This design comes from an exercise in tuning for small area on the open sky130 flow, not from production work.
Only simulation tests tie the RTL to the original design; equivalence was not proved.

== the baseline ==
==> flow/design.v (excerpt) <==
module fu_complete_arbiter
#(
  parameter int NUM_FU = rv32i_types::NUM_FU_DEFAULT,
  localparam int SRC_W = $clog2(NUM_FU)
) (
  input  logic              clk,
  input  logic              rst,
  input  logic              flush,
  input  logic [NUM_FU-1:0] fu_complete_valid,
  input  logic [NUM_FU*rv32i_types::CDB_W-1:0] fu_complete_data,
  output logic [NUM_FU-1:0] fu_slot_free,
  output logic              cdb_valid,
  output logic [rv32i_types::CDB_W-1:0] cdb_data,
  output logic [SRC_W-1:0]  cdb_src,
  output logic              overflow_err
);
Size in the first run: about 5500 cells after synthesis, ~1900 I/O pins.
==> module cdb_fifo, before the edit <==
module cdb_fifo (
  input  logic             clk,
  input  logic             rst,
  input  logic             flush,
  input  logic             push,
  input  logic [rv32i_types::CDB_W-1:0] push_data,
  input  logic             pop,
  output logic [rv32i_types::CDB_W-1:0] slot0,
  output logic [rv32i_types::CDB_W-1:0] slot1,
  output logic             empty,
  output logic             full,
  output logic             do_pop,
  output logic             rd_ptr_next,
  output logic             empty_next
);
  logic [rv32i_types::CDB_W-1:0] mem0, mem1;
  logic rd_ptr;
  logic wr_ptr;
  logic do_push;
  logic full_next;
  assign do_pop  = pop & ~empty;
  assign do_push = push & (~full | do_pop);
  assign slot0   = mem0;
  assign slot1   = mem1;
  always_ff @(posedge clk) begin
    if (do_push & ~wr_ptr) mem0 <= push_data;
  end
  always_ff @(posedge clk) begin
    if (do_push & wr_ptr) mem1 <= push_data;
  end
  always_comb begin
    rd_ptr_next = rd_ptr;
    empty_next  = empty;
    full_next   = full;
    if (rst || flush) begin
      rd_ptr_next = 1'b0;
      empty_next  = 1'b1;
      full_next   = 1'b0;
    end else begin
      if (do_pop) rd_ptr_next = ~rd_ptr;
      case ({do_push, do_pop})
        2'b10: begin empty_next = 1'b0; full_next = ~empty; end
        2'b01: begin full_next = 1'b0; empty_next = ~full; end
        default: ;
      endcase
    end
  end
  always_ff @(posedge clk) begin
    rd_ptr <= rd_ptr_next;
    empty  <= empty_next;
    full   <= full_next;
  end
  assign wr_ptr = rd_ptr ^ (~empty & ~full);
endmodule
==> module fu_complete_arbiter, before the edit <==
module fu_complete_arbiter
#(
  parameter int NUM_FU = rv32i_types::NUM_FU_DEFAULT,
  localparam int SRC_W = $clog2(NUM_FU)
) (
  input  logic              clk,
  input  logic              rst,
  input  logic              flush,
  input  logic [NUM_FU-1:0] fu_complete_valid,
  input  logic [NUM_FU*rv32i_types::CDB_W-1:0] fu_complete_data,
  output logic [NUM_FU-1:0] fu_slot_free,
  output logic              cdb_valid,
  output logic [rv32i_types::CDB_W-1:0] cdb_data,
  output logic [SRC_W-1:0]  cdb_src,
  output logic              overflow_err
);
  localparam int W = rv32i_types::CDB_W;
  logic [NUM_FU-1:0][W-1:0] slot0;
  logic [NUM_FU-1:0][W-1:0] slot1;
  logic [NUM_FU-1:0] rd_ptr_next;
  logic [NUM_FU-1:0] empty;
  logic [NUM_FU-1:0] empty_next;
  logic [NUM_FU-1:0] full;
  logic [NUM_FU-1:0] push;
  logic [NUM_FU-1:0] gnt;
  logic [NUM_FU-1:0] pop;
  logic [NUM_FU-1:0] ovf;
  logic [SRC_W-1:0]  rr_ptr;
  logic [SRC_W-1:0]  rr_ptr_next;
  logic [SRC_W-1:0]  grant_idx;
  logic              grant_valid;
  logic [SRC_W-1:0]  grant_idx_next;
  logic              grant_valid_next;
  logic [NUM_FU-1:0] sel0, sel1;
  logic [W-1:0]      sel_data;
  for (genvar i = 0; i < NUM_FU; i++) begin : g_fu
    assign push[i] = fu_complete_valid[i] & ~flush;
    assign gnt[i]  = grant_valid & (grant_idx == SRC_W'(i)) & ~flush;
    assign ovf[i]  = push[i] & full[i] & ~pop[i];
    assign fu_slot_free[i] = empty[i] & ~fu_complete_valid[i];
    logic [W-1:0] s0, s1;
    assign slot0[i] = s0;
    assign slot1[i] = s1;
    cdb_fifo u_fifo (
      .clk         (clk),
      .rst         (rst),
      .flush       (flush),
      .push        (push[i]),
      .push_data   (fu_complete_data[i*W +: W]),
      .pop         (gnt[i]),
      .slot0       (s0),
      .slot1       (s1),
      .empty       (empty[i]),
      .full        (full[i]),
      .do_pop      (pop[i]),
      .rd_ptr_next (rd_ptr_next[i]),
      .empty_next  (empty_next[i])
    );
  end
  function automatic logic [SRC_W:0] rr_pick(input logic [SRC_W-1:0] ptr,
                                             input logic [NUM_FU-1:0] emp);
    int idx;
    rr_pick = '0;
    for (int k = NUM_FU - 1; k >= 0; k--) begin
      idx = int'(ptr) + k;
      if (idx >= NUM_FU) idx = idx - NUM_FU;
      if (!emp[idx]) rr_pick = {1'b1, SRC_W'(idx)};
    end
  endfunction
  assign {grant_valid, grant_idx} = rr_pick(rr_ptr, empty);
  assign rr_ptr_next = (rst || flush) ? '0 :
                       grant_valid    ? grant_idx + 1'b1 : rr_ptr;
  assign {grant_valid_next, grant_idx_next} = rr_pick(rr_ptr_next, empty_next);
  always_ff @(posedge clk) begin
    rr_ptr <= rr_ptr_next;
  end
  always_ff @(posedge clk) begin
    for (int i = 0; i < NUM_FU; i++) begin
      sel0[i] <= grant_valid_next & (grant_idx_next == SRC_W'(i)) & ~rd_ptr_next[i];
      sel1[i] <= grant_valid_next & (grant_idx_next == SRC_W'(i)) &  rd_ptr_next[i];
    end
  end
  always_comb begin
    sel_data = '0;
    for (int i = 0; i < NUM_FU; i++) begin
      sel_data = sel_data | (slot0[i] & {W{sel0[i]}}) | (slot1[i] & {W{sel1[i]}});
    end
  end
  always_ff @(posedge clk) begin
    cdb_data <= sel_data;
    cdb_src  <= grant_idx;
  end
  always_ff @(posedge clk) begin
    if (rst || flush) begin
      cdb_valid <= 1'b0;
    end else begin
      cdb_valid <= grant_valid;
    end
  end
  always_ff @(posedge clk) begin
    if (rst) begin
      overflow_err <= 1'b0;
    end else if (|ovf) begin
      overflow_err <= 1'b1;
    end
  end
endmodule
==> flow/config.mk <==
export PLATFORM = sky130hd
export DESIGN_NAME = fu_complete_arbiter
export DESIGN_NICKNAME = fu_complete_arbiter
export VERILOG_FILES = /design/flow/design.v
export SDC_FILE = /design/flow/constraint.sdc
export NUM_CORES = 4
export LEC_CHECK = 0
export CAP_MARGIN = 20
export CORE_MARGIN = 2
export CORE_UTILIZATION = 40
export SLEW_MARGIN = 20
==> flow/constraint.sdc <==
create_clock -name core_clock -period 5.0 [get_ports {clk}]
set_input_delay 1.0000 -clock core_clock [delete_from_list [all_inputs] [get_ports {clk}]]
set_output_delay 1.0000 -clock core_clock [all_outputs]
set_load 0.01 [all_outputs]
standard.sh (not shown) runs the stock make flow with config.mk's settings and CLKGATE_MAP_FILE= SYNTH_SCRIPT=/design/flow/synth_recipe.tcl, a recipe that flattens the netlist after the stock synthesis.
==> flow/flow/run.sh <==
#!/bin/bash
# Own layout flow: the standard synthesis unchanged, then a netlist pass that maps the
# CDB register's 8-way AND-OR select onto a222oi cells (flow/remap.py), then the standard
# ORFS steps with minimum-size port buffers and a clock tree of larger sink clusters.
set -euo pipefail
bash standard.sh synth > synth.log 2>&1
R=orfs/results/sky130hd/fu_complete_arbiter/base
python3 flow/remap.py $R/1_2_yosys.v $R/1_2_yosys_remap.v > remap.log 2>&1
mv $R/1_2_yosys_remap.v $R/1_2_yosys.v
rm -f $R/1_synth.odb $R/1_synth.sdc
bash standard.sh \
  "BUFFER_PORTS_ARGS=-buffer_cell sky130_fd_sc_hd__buf_1" \
  "CTS_ARGS=-sink_clustering_enable -repair_clock_nets -dont_use_dummy_load -buf_list {sky130_fd_sc_hd__clkbuf_8 sky130_fd_sc_hd__clkbuf_16} -sink_clustering_size 30 -sink_clustering_max_diameter 80" \
  finish > layout.log 2>&1
Other scripts of this flow, unchanged in this note and not shown: flow/flow/remap.py
Input changes introduced in the candidate (baseline for comparison: the baseline):
diff --git a/flow/design.v b/flow/design.v
--- a/flow/design.v
+++ b/flow/design.v
@@ -27,28 +27,29 @@
   input  logic             push,
   input  logic [rv32i_types::CDB_W-1:0] push_data,
   input  logic             pop,
+  input  logic             wen0,
+  input  logic             wen1,
   output logic [rv32i_types::CDB_W-1:0] slot0,
   output logic [rv32i_types::CDB_W-1:0] slot1,
   output logic             empty,
   output logic             full,
   output logic             do_pop,
   output logic             rd_ptr_next,
-  output logic             empty_next
+  output logic             empty_next,
+  output logic             full_next
 );
   logic [rv32i_types::CDB_W-1:0] mem0, mem1;
   logic rd_ptr;
-  logic wr_ptr;
   logic do_push;
-  logic full_next;
   assign do_pop  = pop & ~empty;
   assign do_push = push & (~full | do_pop);
   assign slot0   = mem0;
   assign slot1   = mem1;
   always_ff @(posedge clk) begin
-    if (do_push & ~wr_ptr) mem0 <= push_data;
+    if (wen0) mem0 <= push_data;
   end
   always_ff @(posedge clk) begin
-    if (do_push & wr_ptr) mem1 <= push_data;
+    if (wen1) mem1 <= push_data;
   end
   always_comb begin
     rd_ptr_next = rd_ptr;
@@ -72,7 +73,6 @@
     empty  <= empty_next;
     full   <= full_next;
   end
-  assign wr_ptr = rd_ptr ^ (~empty & ~full);
 endmodule
 module fu_complete_arbiter
 #(
@@ -97,6 +97,7 @@
   logic [NUM_FU-1:0] empty;
   logic [NUM_FU-1:0] empty_next;
   logic [NUM_FU-1:0] full;
+  logic [NUM_FU-1:0] full_next;
   logic [NUM_FU-1:0] push;
   logic [NUM_FU-1:0] gnt;
   logic [NUM_FU-1:0] pop;
@@ -108,6 +109,8 @@
   logic [SRC_W-1:0]  grant_idx_next;
   logic              grant_valid_next;
   logic [NUM_FU-1:0] sel0, sel1;
+  logic [NUM_FU-1:0] sel0_next, sel1_next;
+  logic [NUM_FU-1:0] wen0, wen1;
   logic [W-1:0]      sel_data;
   for (genvar i = 0; i < NUM_FU; i++) begin : g_fu
     assign push[i] = fu_complete_valid[i] & ~flush;
@@ -124,13 +127,16 @@
       .push        (push[i]),
       .push_data   (fu_complete_data[i*W +: W]),
       .pop         (gnt[i]),
+      .wen0        (wen0[i]),
+      .wen1        (wen1[i]),
       .slot0       (s0),
       .slot1       (s1),
       .empty       (empty[i]),
       .full        (full[i]),
       .do_pop      (pop[i]),
       .rd_ptr_next (rd_ptr_next[i]),
-      .empty_next  (empty_next[i])
+      .empty_next  (empty_next[i]),
+      .full_next   (full_next[i])
     );
   end
   function automatic logic [SRC_W:0] rr_pick(input logic [SRC_W-1:0] ptr,
@@ -150,10 +156,16 @@
   always_ff @(posedge clk) begin
     rr_ptr <= rr_ptr_next;
   end
+  for (genvar i = 0; i < NUM_FU; i++) begin : g_sel
+    assign sel0_next[i] = grant_valid_next & (grant_idx_next == SRC_W'(i)) & ~rd_ptr_next[i];
+    assign sel1_next[i] = grant_valid_next & (grant_idx_next == SRC_W'(i)) &  rd_ptr_next[i];
+  end
   always_ff @(posedge clk) begin
+    sel0 <= sel0_next;
+    sel1 <= sel1_next;
     for (int i = 0; i < NUM_FU; i++) begin
-      sel0[i] <= grant_valid_next & (grant_idx_next == SRC_W'(i)) & ~rd_ptr_next[i];
-      sel1[i] <= grant_valid_next & (grant_idx_next == SRC_W'(i)) &  rd_ptr_next[i];
+      wen0[i] <= empty_next[i] | (~full_next[i] &  rd_ptr_next[i]) | sel0_next[i];
+      wen1[i] <= empty_next[i] | (~full_next[i] & ~rd_ptr_next[i]) | sel1_next[i];
     end
   end
   always_comb begin
Notes after the runs:
- Number of clock buffers in the layout grows slightly when moving from the baseline to the candidate.
- Fmax, the candidate vs the baseline: down by a few percent
- On global-route track usage on met3: between the baseline and the candidate, it ends up lower for the candidate.
- Number of vias in the routed layout: the baseline and the candidate compared, higher one is the baseline
- Relative to the baseline, the instance count on the critical path of the candidate is lower by 4.
- The candidate ended up with wen1[1] as its timing endpoint of the critical path; the baseline ended up with sel0[0].

-- what the ideal ports hide --
The flow's constraints put no driver on any port. The routed layouts listed below were extracted and timed again, unchanged, in two steps. Step 1 assumes that a clkbuf_16 drives the clock port and a buf_2 every other input. Step 2 also shifts input and output timing later by t, the mid clock arrival at the registers, as if the neighbouring blocks saw the same clock. Slacks: ideal ports / drivers / drivers and shift; pairs: ideal ports / drivers.
run	shift t [ns]	slack for setup (ns)	worst slew at a driven data input, ns
the baseline	0.948	0.405 / 0.405 / 0.405	0.45
the candidate	0.928	0.285 / 0.285 / 0.285	0.35
After both steps setup and hold are still met in every run listed.
